Source: an optimization exercise on an open RTL-to-GDS flow (aim: small area). Production flows keep margins and buffers that such runs may drop.
Only simulation tests tie the RTL to the original design; equivalence was not proved.
Power and IR drop assume default switching activity.

==> design/flow/design.v <==
`timescale 1ns/1ps
package bp_pkg;
	typedef logic [5:0] alu_op_t;
	localparam alu_op_t OP_BEQ = 6'b001011;
	localparam alu_op_t OP_BLT = 6'b001100;
	localparam alu_op_t OP_BGE = 6'b001101;
	localparam int PC_W = 32;
	typedef logic [PC_W-1:0] pc_t;
	localparam int MAX_IDX_W = 8;
	localparam int TAG_W = 4;
	localparam int MAX_HIST = 32;
	typedef logic [1:0] ctr2_t;
	localparam ctr2_t BASE_INIT = 2'd2;
	typedef logic [2:0] ctr3_t;
	localparam ctr3_t CTR3_TAKEN_MIN = 3'd4;
	localparam ctr3_t ALLOC_TAKEN = 3'd4;
	localparam ctr3_t ALLOC_NOT_TAKEN = 3'd3;
	typedef enum logic [1:0] {
		PROV_BASE = 2'd0,
		PROV_T1 = 2'd1,
		PROV_T2 = 2'd2
	} provider_e;
	typedef struct packed {
		logic valid;
		logic [TAG_W-1:0] tag;
		ctr3_t ctr;
	} tage_entry_t;
	typedef struct packed {
		logic hit;
		ctr3_t ctr;
	} tag_lookup_t;
	typedef struct packed {
		logic valid;
		logic [MAX_IDX_W-1:0] base_idx;
		logic [MAX_IDX_W-1:0] t1_idx;
		logic [TAG_W-1:0] t1_tag;
		logic [MAX_IDX_W-1:0] t2_idx;
		logic [TAG_W-1:0] t2_tag;
		provider_e provider;
		logic pred_taken;
		ctr3_t prov_ctr;
	} branch_rec_t;
	function automatic ctr2_t ctr2_next(input ctr2_t c, input logic up);
		if (up && (c != 2'd3))
			ctr2_next = c + 2'd1;
		else if (!up && (c != 2'd0))
			ctr2_next = c - 2'd1;
		else
			ctr2_next = c;
	endfunction
	function automatic ctr3_t ctr3_next(input ctr3_t c, input logic up);
		if (up && (c != 3'd7))
			ctr3_next = c + 3'd1;
		else if (!up && (c != 3'd0))
			ctr3_next = c - 3'd1;
		else
			ctr3_next = c;
	endfunction
	function automatic logic [MAX_IDX_W-1:0] fold_hist(input logic [MAX_HIST-1:0] hist,
			input int len, input int width);
		logic [MAX_IDX_W-1:0] res;
		res = '0;
		for (int i = 0; i < MAX_HIST; i++) begin
			if (i < len)
				res[i % width] = res[i % width] ^ hist[i];
		end
		fold_hist = res;
	endfunction
endpackage
`timescale 1ns/1ps
module branch_history #(
	parameter int TAG_IDX_W = 5,
	parameter int T1_HIST = 8,
	parameter int T2_HIST = 16
) (
	input logic clk,
	input logic rst_n,
	input logic i_resolve,
	input logic i_taken,
	input bp_pkg::pc_t i_pc,
	output logic [TAG_IDX_W-1:0] o_t1_idx,
	output logic [bp_pkg::TAG_W-1:0] o_t1_tag,
	output logic [TAG_IDX_W-1:0] o_t2_idx,
	output logic [bp_pkg::TAG_W-1:0] o_t2_tag
);
	logic [T2_HIST-1:0] hist_q;
	logic [bp_pkg::MAX_HIST-1:0] hist_ext;
	logic [bp_pkg::MAX_IDX_W-1:0] t1_idx_fold;
	logic [bp_pkg::MAX_IDX_W-1:0] t1_tag_fold;
	logic [bp_pkg::MAX_IDX_W-1:0] t2_idx_fold;
	logic [bp_pkg::MAX_IDX_W-1:0] t2_tag_fold;
	always_ff @(posedge clk or negedge rst_n) begin
		if (!rst_n)
			hist_q <= '0;
		else if (i_resolve)
			hist_q <= {hist_q[T2_HIST-2:0], i_taken};
	end
	assign hist_ext = bp_pkg::MAX_HIST'(hist_q);
	assign t1_idx_fold = bp_pkg::fold_hist(hist_ext, T1_HIST, TAG_IDX_W);
	assign t1_tag_fold = bp_pkg::fold_hist(hist_ext, T1_HIST, bp_pkg::TAG_W);
	assign t2_idx_fold = bp_pkg::fold_hist(hist_ext, T2_HIST, TAG_IDX_W);
	assign t2_tag_fold = bp_pkg::fold_hist(hist_ext, T2_HIST, bp_pkg::TAG_W);
	assign o_t1_idx = i_pc[2 +: TAG_IDX_W] ^ t1_idx_fold[TAG_IDX_W-1:0];
	assign o_t2_idx = i_pc[2 +: TAG_IDX_W] ^ t2_idx_fold[TAG_IDX_W-1:0];
	assign o_t1_tag = i_pc[2 + TAG_IDX_W +: bp_pkg::TAG_W] ^ t1_tag_fold[bp_pkg::TAG_W-1:0];
	assign o_t2_tag = i_pc[2 + TAG_IDX_W +: bp_pkg::TAG_W] ^ t2_tag_fold[bp_pkg::TAG_W-1:0];
endmodule
`timescale 1ns/1ps
module base_table #(
	parameter int BASE_IDX_W = 6
) (
	input logic clk,
	input logic rst_n,
	input logic [BASE_IDX_W-1:0] i_rd_idx,
	output bp_pkg::ctr2_t o_ctr,
	input logic i_wr_en,
	input logic [BASE_IDX_W-1:0] i_wr_idx,
	input bp_pkg::ctr2_t i_wr_ctr
);
	localparam int DEPTH = 2 ** BASE_IDX_W;
	bp_pkg::ctr2_t ctr_q [DEPTH];
	always_ff @(posedge clk or negedge rst_n) begin
		if (!rst_n) begin
			for (int i = 0; i < DEPTH; i++)
				ctr_q[i] <= bp_pkg::BASE_INIT;
		end else if (i_wr_en) begin
			ctr_q[i_wr_idx] <= i_wr_ctr;
		end
	end
	assign o_ctr = ctr_q[i_rd_idx];
endmodule
`timescale 1ns/1ps
module tagged_table #(
	parameter int TAG_IDX_W = 5
) (
	input logic clk,
	input logic rst_n,
	input logic [TAG_IDX_W-1:0] i_rd_idx,
	input logic [bp_pkg::TAG_W-1:0] i_rd_tag,
	output bp_pkg::tag_lookup_t o_lookup,
	input logic i_wr_en,
	input logic [TAG_IDX_W-1:0] i_wr_idx,
	input bp_pkg::tage_entry_t i_wr_entry
);
	localparam int DEPTH = 2 ** TAG_IDX_W;
	logic [DEPTH-1:0] valid_q;
	logic [bp_pkg::TAG_W-1:0] tag_q [DEPTH];
	bp_pkg::ctr3_t ctr_q [DEPTH];
	always_ff @(posedge clk or negedge rst_n) begin
		if (!rst_n)
			valid_q <= '0;
		else if (i_wr_en)
			valid_q[i_wr_idx] <= i_wr_entry.valid;
	end
	always_ff @(posedge clk) begin
		if (i_wr_en) begin
			tag_q[i_wr_idx] <= i_wr_entry.tag;
			ctr_q[i_wr_idx] <= i_wr_entry.ctr;
		end
	end
	always_comb begin
		o_lookup.hit = valid_q[i_rd_idx] && (tag_q[i_rd_idx] == i_rd_tag);
		o_lookup.ctr = ctr_q[i_rd_idx];
	end
endmodule
`timescale 1ns/1ps
module predict_select (
	input bp_pkg::alu_op_t i_alu_op,
	input bp_pkg::pc_t i_pc,
	input bp_pkg::pc_t i_imm,
	input bp_pkg::ctr2_t i_base_ctr,
	input bp_pkg::tag_lookup_t i_t1,
	input bp_pkg::tag_lookup_t i_t2,
	output logic o_is_branch,
	output bp_pkg::provider_e o_provider,
	output logic o_pred_taken,
	output bp_pkg::pc_t o_next_pc
);
	logic prov_taken;
	assign o_is_branch = (i_alu_op == bp_pkg::OP_BEQ) || (i_alu_op == bp_pkg::OP_BLT) ||
		(i_alu_op == bp_pkg::OP_BGE);
	always_comb begin
		if (i_t2.hit) begin
			o_provider = bp_pkg::PROV_T2;
			prov_taken = i_t2.ctr >= bp_pkg::CTR3_TAKEN_MIN;
		end else if (i_t1.hit) begin
			o_provider = bp_pkg::PROV_T1;
			prov_taken = i_t1.ctr >= bp_pkg::CTR3_TAKEN_MIN;
		end else begin
			o_provider = bp_pkg::PROV_BASE;
			prov_taken = i_base_ctr[1];
		end
	end
	assign o_pred_taken = o_is_branch && prov_taken;
	assign o_next_pc = o_pred_taken ? (i_pc + i_imm) : i_pc;
endmodule
`timescale 1ns/1ps
module update_ctrl #(
	parameter int BASE_IDX_W = 6,
	parameter int TAG_IDX_W = 5
) (
	input logic clk,
	input logic rst_n,
	input logic i_is_branch,
	input bp_pkg::provider_e i_provider,
	input logic i_pred_taken,
	input logic [BASE_IDX_W-1:0] i_base_idx,
	input logic [TAG_IDX_W-1:0] i_t1_idx,
	input logic [bp_pkg::TAG_W-1:0] i_t1_tag,
	input logic [TAG_IDX_W-1:0] i_t2_idx,
	input logic [bp_pkg::TAG_W-1:0] i_t2_tag,
	input bp_pkg::ctr2_t i_base_ctr,
	input bp_pkg::tag_lookup_t i_t1,
	input bp_pkg::tag_lookup_t i_t2,
	input logic i_resolve,
	input logic i_taken,
	output logic o_base_wr_en,
	output logic [BASE_IDX_W-1:0] o_base_wr_idx,
	output bp_pkg::ctr2_t o_base_wr_ctr,
	output logic o_t1_wr_en,
	output logic [TAG_IDX_W-1:0] o_t1_wr_idx,
	output bp_pkg::tage_entry_t o_t1_wr_entry,
	output logic o_t2_wr_en,
	output logic [TAG_IDX_W-1:0] o_t2_wr_idx,
	output bp_pkg::tage_entry_t o_t2_wr_entry
);
	bp_pkg::branch_rec_t rec_d;
	bp_pkg::branch_rec_t rec_q;
	logic upd;
	logic mispred;
	bp_pkg::ctr3_t alloc_ctr;
	always_comb begin
		rec_d.valid = 1'b1;
		rec_d.base_idx = bp_pkg::MAX_IDX_W'(i_base_idx);
		rec_d.t1_idx = bp_pkg::MAX_IDX_W'(i_t1_idx);
		rec_d.t1_tag = i_t1_tag;
		rec_d.t2_idx = bp_pkg::MAX_IDX_W'(i_t2_idx);
		rec_d.t2_tag = i_t2_tag;
		rec_d.provider = i_provider;
		rec_d.pred_taken = i_pred_taken;
		case (i_provider)
			bp_pkg::PROV_T2: rec_d.prov_ctr = i_t2.ctr;
			bp_pkg::PROV_T1: rec_d.prov_ctr = i_t1.ctr;
			default: rec_d.prov_ctr = {1'b0, i_base_ctr};
		endcase
	end
	always_ff @(posedge clk or negedge rst_n) begin
		if (!rst_n)
			rec_q <= '0;
		else if (i_is_branch)
			rec_q <= rec_d;
		else if (i_resolve)
			rec_q.valid <= 1'b0;
	end
	assign upd = i_resolve && rec_q.valid;
	assign mispred = rec_q.pred_taken != i_taken;
	assign alloc_ctr = i_taken ? bp_pkg::ALLOC_TAKEN : bp_pkg::ALLOC_NOT_TAKEN;
	always_comb begin
		o_base_wr_en = upd && (rec_q.provider == bp_pkg::PROV_BASE);
		o_base_wr_idx = rec_q.base_idx[BASE_IDX_W-1:0];
		o_base_wr_ctr = bp_pkg::ctr2_next(rec_q.prov_ctr[1:0], i_taken);
		o_t1_wr_en = upd && ((rec_q.provider == bp_pkg::PROV_T1) ||
			((rec_q.provider == bp_pkg::PROV_BASE) && mispred));
		o_t1_wr_idx = rec_q.t1_idx[TAG_IDX_W-1:0];
		o_t1_wr_entry.valid = 1'b1;
		o_t1_wr_entry.tag = rec_q.t1_tag;
		if (rec_q.provider == bp_pkg::PROV_T1)
			o_t1_wr_entry.ctr = bp_pkg::ctr3_next(rec_q.prov_ctr, i_taken);
		else
			o_t1_wr_entry.ctr = alloc_ctr;
		o_t2_wr_en = upd && ((rec_q.provider == bp_pkg::PROV_T2) ||
			((rec_q.provider == bp_pkg::PROV_T1) && mispred));
		o_t2_wr_idx = rec_q.t2_idx[TAG_IDX_W-1:0];
		o_t2_wr_entry.valid = 1'b1;
		o_t2_wr_entry.tag = rec_q.t2_tag;
		if (rec_q.provider == bp_pkg::PROV_T2)
			o_t2_wr_entry.ctr = bp_pkg::ctr3_next(rec_q.prov_ctr, i_taken);
		else
			o_t2_wr_entry.ctr = alloc_ctr;
	end
endmodule
`timescale 1ns/1ps
module bp_top #(
	parameter int BASE_IDX_W = 6,
	parameter int TAG_IDX_W = 5,
	parameter int T1_HIST = 8,
	parameter int T2_HIST = 16
) (
	input logic clk,
	input logic rst_n,
	input bp_pkg::alu_op_t i_alu_op,
	input bp_pkg::pc_t i_pc,
	input bp_pkg::pc_t i_imm,
	input logic i_resolve,
	input logic i_taken,
	output logic o_pred_taken,
	output bp_pkg::pc_t o_next_pc
);
	logic [BASE_IDX_W-1:0] base_idx;
	logic [TAG_IDX_W-1:0] t1_idx;
	logic [TAG_IDX_W-1:0] t2_idx;
	logic [bp_pkg::TAG_W-1:0] t1_tag;
	logic [bp_pkg::TAG_W-1:0] t2_tag;
	bp_pkg::ctr2_t base_ctr;
	bp_pkg::tag_lookup_t t1_lookup;
	bp_pkg::tag_lookup_t t2_lookup;
	logic is_branch;
	bp_pkg::provider_e provider;
	logic base_wr_en;
	logic [BASE_IDX_W-1:0] base_wr_idx;
	bp_pkg::ctr2_t base_wr_ctr;
	logic t1_wr_en;
	logic [TAG_IDX_W-1:0] t1_wr_idx;
	bp_pkg::tage_entry_t t1_wr_entry;
	logic t2_wr_en;
	logic [TAG_IDX_W-1:0] t2_wr_idx;
	bp_pkg::tage_entry_t t2_wr_entry;
	assign base_idx = i_pc[2 +: BASE_IDX_W];
	branch_history #(
		.TAG_IDX_W(TAG_IDX_W),
		.T1_HIST(T1_HIST),
		.T2_HIST(T2_HIST)
	) u_hist (
		.clk(clk),
		.rst_n(rst_n),
		.i_resolve(i_resolve),
		.i_taken(i_taken),
		.i_pc(i_pc),
		.o_t1_idx(t1_idx),
		.o_t1_tag(t1_tag),
		.o_t2_idx(t2_idx),
		.o_t2_tag(t2_tag)
	);
	base_table #(.BASE_IDX_W(BASE_IDX_W)) u_base (
		.clk(clk),
		.rst_n(rst_n),
		.i_rd_idx(base_idx),
		.o_ctr(base_ctr),
		.i_wr_en(base_wr_en),
		.i_wr_idx(base_wr_idx),
		.i_wr_ctr(base_wr_ctr)
	);
	tagged_table #(.TAG_IDX_W(TAG_IDX_W)) u_t1 (
		.clk(clk),
		.rst_n(rst_n),
		.i_rd_idx(t1_idx),
		.i_rd_tag(t1_tag),
		.o_lookup(t1_lookup),
		.i_wr_en(t1_wr_en),
		.i_wr_idx(t1_wr_idx),
		.i_wr_entry(t1_wr_entry)
	);
	tagged_table #(.TAG_IDX_W(TAG_IDX_W)) u_t2 (
		.clk(clk),
		.rst_n(rst_n),
		.i_rd_idx(t2_idx),
		.i_rd_tag(t2_tag),
		.o_lookup(t2_lookup),
		.i_wr_en(t2_wr_en),
		.i_wr_idx(t2_wr_idx),
		.i_wr_entry(t2_wr_entry)
	);
	predict_select u_sel (
		.i_alu_op(i_alu_op),
		.i_pc(i_pc),
		.i_imm(i_imm),
		.i_base_ctr(base_ctr),
		.i_t1(t1_lookup),
		.i_t2(t2_lookup),
		.o_is_branch(is_branch),
		.o_provider(provider),
		.o_pred_taken(o_pred_taken),
		.o_next_pc(o_next_pc)
	);
	update_ctrl #(
		.BASE_IDX_W(BASE_IDX_W),
		.TAG_IDX_W(TAG_IDX_W)
	) u_upd (
		.clk(clk),
		.rst_n(rst_n),
		.i_is_branch(is_branch),
		.i_provider(provider),
		.i_pred_taken(o_pred_taken),
		.i_base_idx(base_idx),
		.i_t1_idx(t1_idx),
		.i_t1_tag(t1_tag),
		.i_t2_idx(t2_idx),
		.i_t2_tag(t2_tag),
		.i_base_ctr(base_ctr),
		.i_t1(t1_lookup),
		.i_t2(t2_lookup),
		.i_resolve(i_resolve),
		.i_taken(i_taken),
		.o_base_wr_en(base_wr_en),
		.o_base_wr_idx(base_wr_idx),
		.o_base_wr_ctr(base_wr_ctr),
		.o_t1_wr_en(t1_wr_en),
		.o_t1_wr_idx(t1_wr_idx),
		.o_t1_wr_entry(t1_wr_entry),
		.o_t2_wr_en(t2_wr_en),
		.o_t2_wr_idx(t2_wr_idx),
		.o_t2_wr_entry(t2_wr_entry)
	);
endmodule
==> design/flow/run.sh <==
#!/bin/bash
# synth_recipe.tcl (not shown) runs the flow's synth.tcl, then flattens the netlist and writes it again
# the make line also repeats each setting of config.mk as NAME=value (left out here)
make -C /OpenROAD-flow-scripts/flow DESIGN_CONFIG=/design/flow/config.mk WORK_HOME=/design/flow/orfs CLKGATE_MAP_FILE= SYNTH_SCRIPT=/design/flow/synth_recipe.tcl finish
==> design/flow/config.mk <==
export PLATFORM = sky130hd
export DESIGN_NAME = bp_top
export DESIGN_NICKNAME = bp_top
export VERILOG_FILES = /design/flow/design.v
export SDC_FILE = /design/flow/constraint.sdc
export NUM_CORES = 4
export LEC_CHECK = 0
export CAP_MARGIN = 20
export CORE_MARGIN = 2
export CORE_UTILIZATION = 40
export SETUP_SLACK_MARGIN = 0.2
export SLEW_MARGIN = 20
==> design/flow/constraint.sdc <==
create_clock -name core_clock -period 7.0 [get_ports {clk}]
set_input_delay 1.4000 -clock core_clock [delete_from_list [all_inputs] [get_ports {clk}]]
set_output_delay 1.4000 -clock core_clock [all_outputs]
set_load 0.01 [all_outputs]
==> notes.md <==
* Status: finished clean
* CP Capture Type: output pin
* Arrival time worst endpoint at 5390 ps
* Ys Warns at 6
* Fmax at 147.3 MHz
* Comb power frac at 47.8%
* Period utilization at 96.95%
* TritonCTS clock tree: built
* Routed vias at 21440
* Cts hold-fix bufs at 0
* Worst hold path class: reg -> reg
* Clock transition at the registers of the reported paths at 60 ps
* Final Cell Area at 0.03899 mm^2
* Worst Tran Pin Value at ~1100 ps
* Setup TNS at 0 ps
* H-tree depth at 3
* Clock share of power at 21.6%
* RePlAce Congestion at just under 0.9
* Inst Count DP at 3585
* Setup Crit Path Kind: in -> out
* Max-cap viol count at 0
* Wire per inst at 23.86 um
* Sw power at 6.687 mW
* Post-synthesis area per instance at 13.60 um^2
* Drt drc at 0
* Final Skew at 31.33 ps
* CTS buffer count at 72
* Share of post-route cells with drive strength above 1 at ~30%
* Endpoints failing hold at 0
* First-pass DRT Iterations at 6
* Register Area at just under 0.02 mm^2
* Total Wirelength at between 90000 and 100000 um
* Final nets at 2786
* Post-route minimum period at 6787 ps
* Syn Inst Count at about 2400
* Mapped Nets at 2469
* Die W at 286.7 um
* Cell taking the most area after synthesis: edfxtp_1
* CP max FO at 2
* Async SR Flop Fraction at 34.79%
* Vias in the first global route at 21850
* Most numerous cell in the Yosys netlist: edfxtp_1
* Post-Syn Area at 0.03196 mm^2
* Peak supply drop at 0.0004030 V
* Ranking of synthesized cells by area: edfxtp_1, dfrtp_1, mux2_2
* Clock insertion delay at the later pin of the skew report at 640 ps
* Multi-input logic area at between 0.01 and 0.015 mm^2
* Leak at 15.17 nW
* Final Max Slew Viols at 0
* Most frequent CP cell: buf_4
* Core box area at 0.07900 mm^2
* Pin count of the biggest net entering global routing at 194
* Commonest cells post-synth: edfxtp_1, nand2_1, dfrtp_1
* Grt total ovfl at 0
* Final setup viols at 0
* Placement row count at 103
* Slew HR at 26.61%
* Post-synth cell types at 82
* Reg power frac at slightly above 30%
* Dpl hpwl at roughly 60000 um
* Synth top area share at between 40% and 50%
* Max clock buf depth at 3
* Post-synthesis sequential element count at 687
* Vias/cell at 5.680
* CP max stage delay at 480 ps
* Worst setup SP type: input pin
* PD cells at 450.1 mW/mm^2
* Antenna violations before repair at 0
* P&R area growth vs syn at 21.99%
* # fillers at 6748
* Pint at 10.86 mW
* Unrepaired setup endpoints after global routing: true
* Die area at just over 0.08 mm^2
* Number of buffers added on ports at 106
* DIE HEIGHT at 286.7 um
* Register area share after synthesis at 61.05%
* ANT cells at 0
* Clock root buffer: clkbuf_16
* Slowest CP cell: clkdlybuf4s50_1
* Placed Instance Area at 0.03564 mm^2
* Clock sinks at between 600 and 700
* Primary FF master, synth: edfxtp_1
* Boundary Pins at 107
* Worst EP required at roughly 5600 ps
* Overall fraction of global-route tracks in use at 21.77%
* Post-synth EDFFs at around 450
* DRT iter0 DRCs at 2168
* Final std cells w/o fill at between 3000 and 4000
* Sw Ratio at 38.10%
* Top delay family on crit path: buffers and inverters
* Initial Util at 40.46%
* Post-route ant nets at 0
* Bufs and invs on worst path at 16
* First-pass GRT wire length at 136500 um
-- worst paths after layout --
kind,startpoint,end,slack [ps],depth (start not counted)
worst max register to register,u_hist.hist_q[5]$_DFFE_PN0P_,u_upd.rec_q[3]$_DFFE_PN0P_,2560,19
max in group asynchronous,rst_n,u_base.ctr_q[2][1]$_DFFE_PN1P_,4970,3
worst min-delay path,u_t2.valid_q[15]$_DFFE_PN0P_,u_t2.valid_q[15]$_DFFE_PN0P_,450,1
min in group asynchronous,rst_n,u_t2.valid_q[9]$_DFFE_PN0P_,680,1
worst max-delay path,i_pc[0],o_next_pc[12],210,25
worst min register to register,u_t2.valid_q[15]$_DFFE_PN0P_,u_t2.valid_q[15]$_DFFE_PN0P_,450,1
-- layer usage --
layer,track usage (%),share of wire [%],routed length [um]
met1,30.30,43,38740
met2,35.31,47,42730
met3,2.981,6.5,5865
met4,7.147,3.0,2732
met5,0,0,0
-- cell usage in the layout, fill, tap and decap left out, types with 17 or more instances in the layout --
| master | netlist | routed |
|---|---|---|
| buf_6 | 4 | 17 |
| nor2_1 | 142 | 137 |
| mux2i_1 | 86 | 82 |
| edfxtp_1 | 448 | 448 |
| mux4_2 | 79 | 79 |
| mux2_2 | 163 | 162 |
| nand2_1 | 295 | 294 |
| clkbuf_1 | 76 | 19 |
| ha_1 | 44 | 39 |
| buf_4 | 8 | 219 |
| a22oi_1 | 24 | 20 |
| buf_12 | 0 | 25 |
| mux2_1 | 24 | 21 |
| dfrtp_1 | 175 | 171 |
| nand4_1 | 22 | 22 |
| clkdlybuf4s50_1 | 0 | 66 |
| inv_1 | 27 | 27 |
| nand3_1 | 68 | 65 |
| nor3_1 | 37 | 36 |
| dfstp_2 | 64 | 64 |
| o21bai_1 | 33 | 32 |
| a31oi_1 | 24 | 20 |
| xnor2_1 | 51 | 42 |
| xor2_1 | 26 | 24 |
| clkbuf_16 | 0 | 76 |
| a21o_1 | 53 | 53 |
| a21oi_1 | 47 | 41 |
| o21ai_0 | 61 | 54 |
-- stage by stage --
stage / hold slack [ps] / util, % / total power [mW] / worst slack [ps]
floorplan: 422.6 / - / 9.509 / 660.5
global placement: 432.8 / 45.12 / 12.72 / -840.4
detailed placement: 441.9 / 45.12 / 12.80 / -852.3
CTS: 455.2 / 48.81 / 16.97 / 80.08
global route: 472.9 / 49.36 / 18.33 / 100.3
finish: 452.1 / 49.36 / 17.55 / 213.3
-- sequential cells by signal, summed over array words and instances, names as in the netlist --
signal	count
u_upd.rec_q	31
u_t1.valid_q	32
u_t2.ctr_q	96
u_t2.tag_q	128
u_t2.valid_q	32
u_t1.ctr_q	96
u_hist.hist_q	16
u_base.ctr_q	128
u_t1.tag_q	128
-- what timing repair did --
action | CTS | global route
pin swaps | 18 | 16
setup buffers | 33 | 15
resized for setup | 135 | 91
gates cloned | 4 | 4
endpoints found under the setup margin | 33 | 33
-- cell families after synthesis --
kind of cell	share of synthesized area [%]
buffers and inverters	2.180
muxes	14.85
and+or+nand+nor	9.376
DFF	61.05
AOI/OAI and AO/OA	7.747
adders and majority gates	1.785
xor gates and xnor gates	3.010
-- power groups by stage --
stage / Combinational (mW) / Sequential (mW) / Clock, mW
3_3_place_gp: 7.29 / 5.43 / 0
2_1_floorplan: 4.32 / 5.19 / 0
6_report: 8.39 / 5.37 / 3.80
3_5_place_dp: 7.35 / 5.45 / 0
5_1_grt: 8.90 / 5.41 / 4.02
4_1_cts: 7.72 / 5.38 / 3.87
-- cell type report --
class                      count  area share [%]
tap                         1050           3.369
sequential                   687           50.06
inverter                      27          0.2599
clock inverter                37           1.059
multi-input combinational   1505           31.40
clock buffer                  95           4.945
timing repair buffer         374           8.905

==> static timing again, ports no longer ideal <==
How much do the figures lean on ideal ports? The routed layout below was timed once more, with nothing changed but the port constraints.
Step 1 assumes that a clkbuf_16 drives the clock port and a buf_2 every other input.
Step 2 also shifts input and output timing later by t, the mid clock arrival at the registers, as if the neighbouring blocks saw the same clock.
a / b / c = no drivers / after step 1 / after step 2; a / b = the first two.
shift t [ns]: 0.686
setup WS [ns]: 0.213 / 0.187 / 0.187
worst hold slack (ns): 0.452 / 0.452 / 0.452
clock arrival spread, ns: 0.032 / 0.032
After both steps setup and hold are still met in this run. For this run, drivers alone change the setup slack by -0.026 ns; drivers and shift together by -0.026 ns.
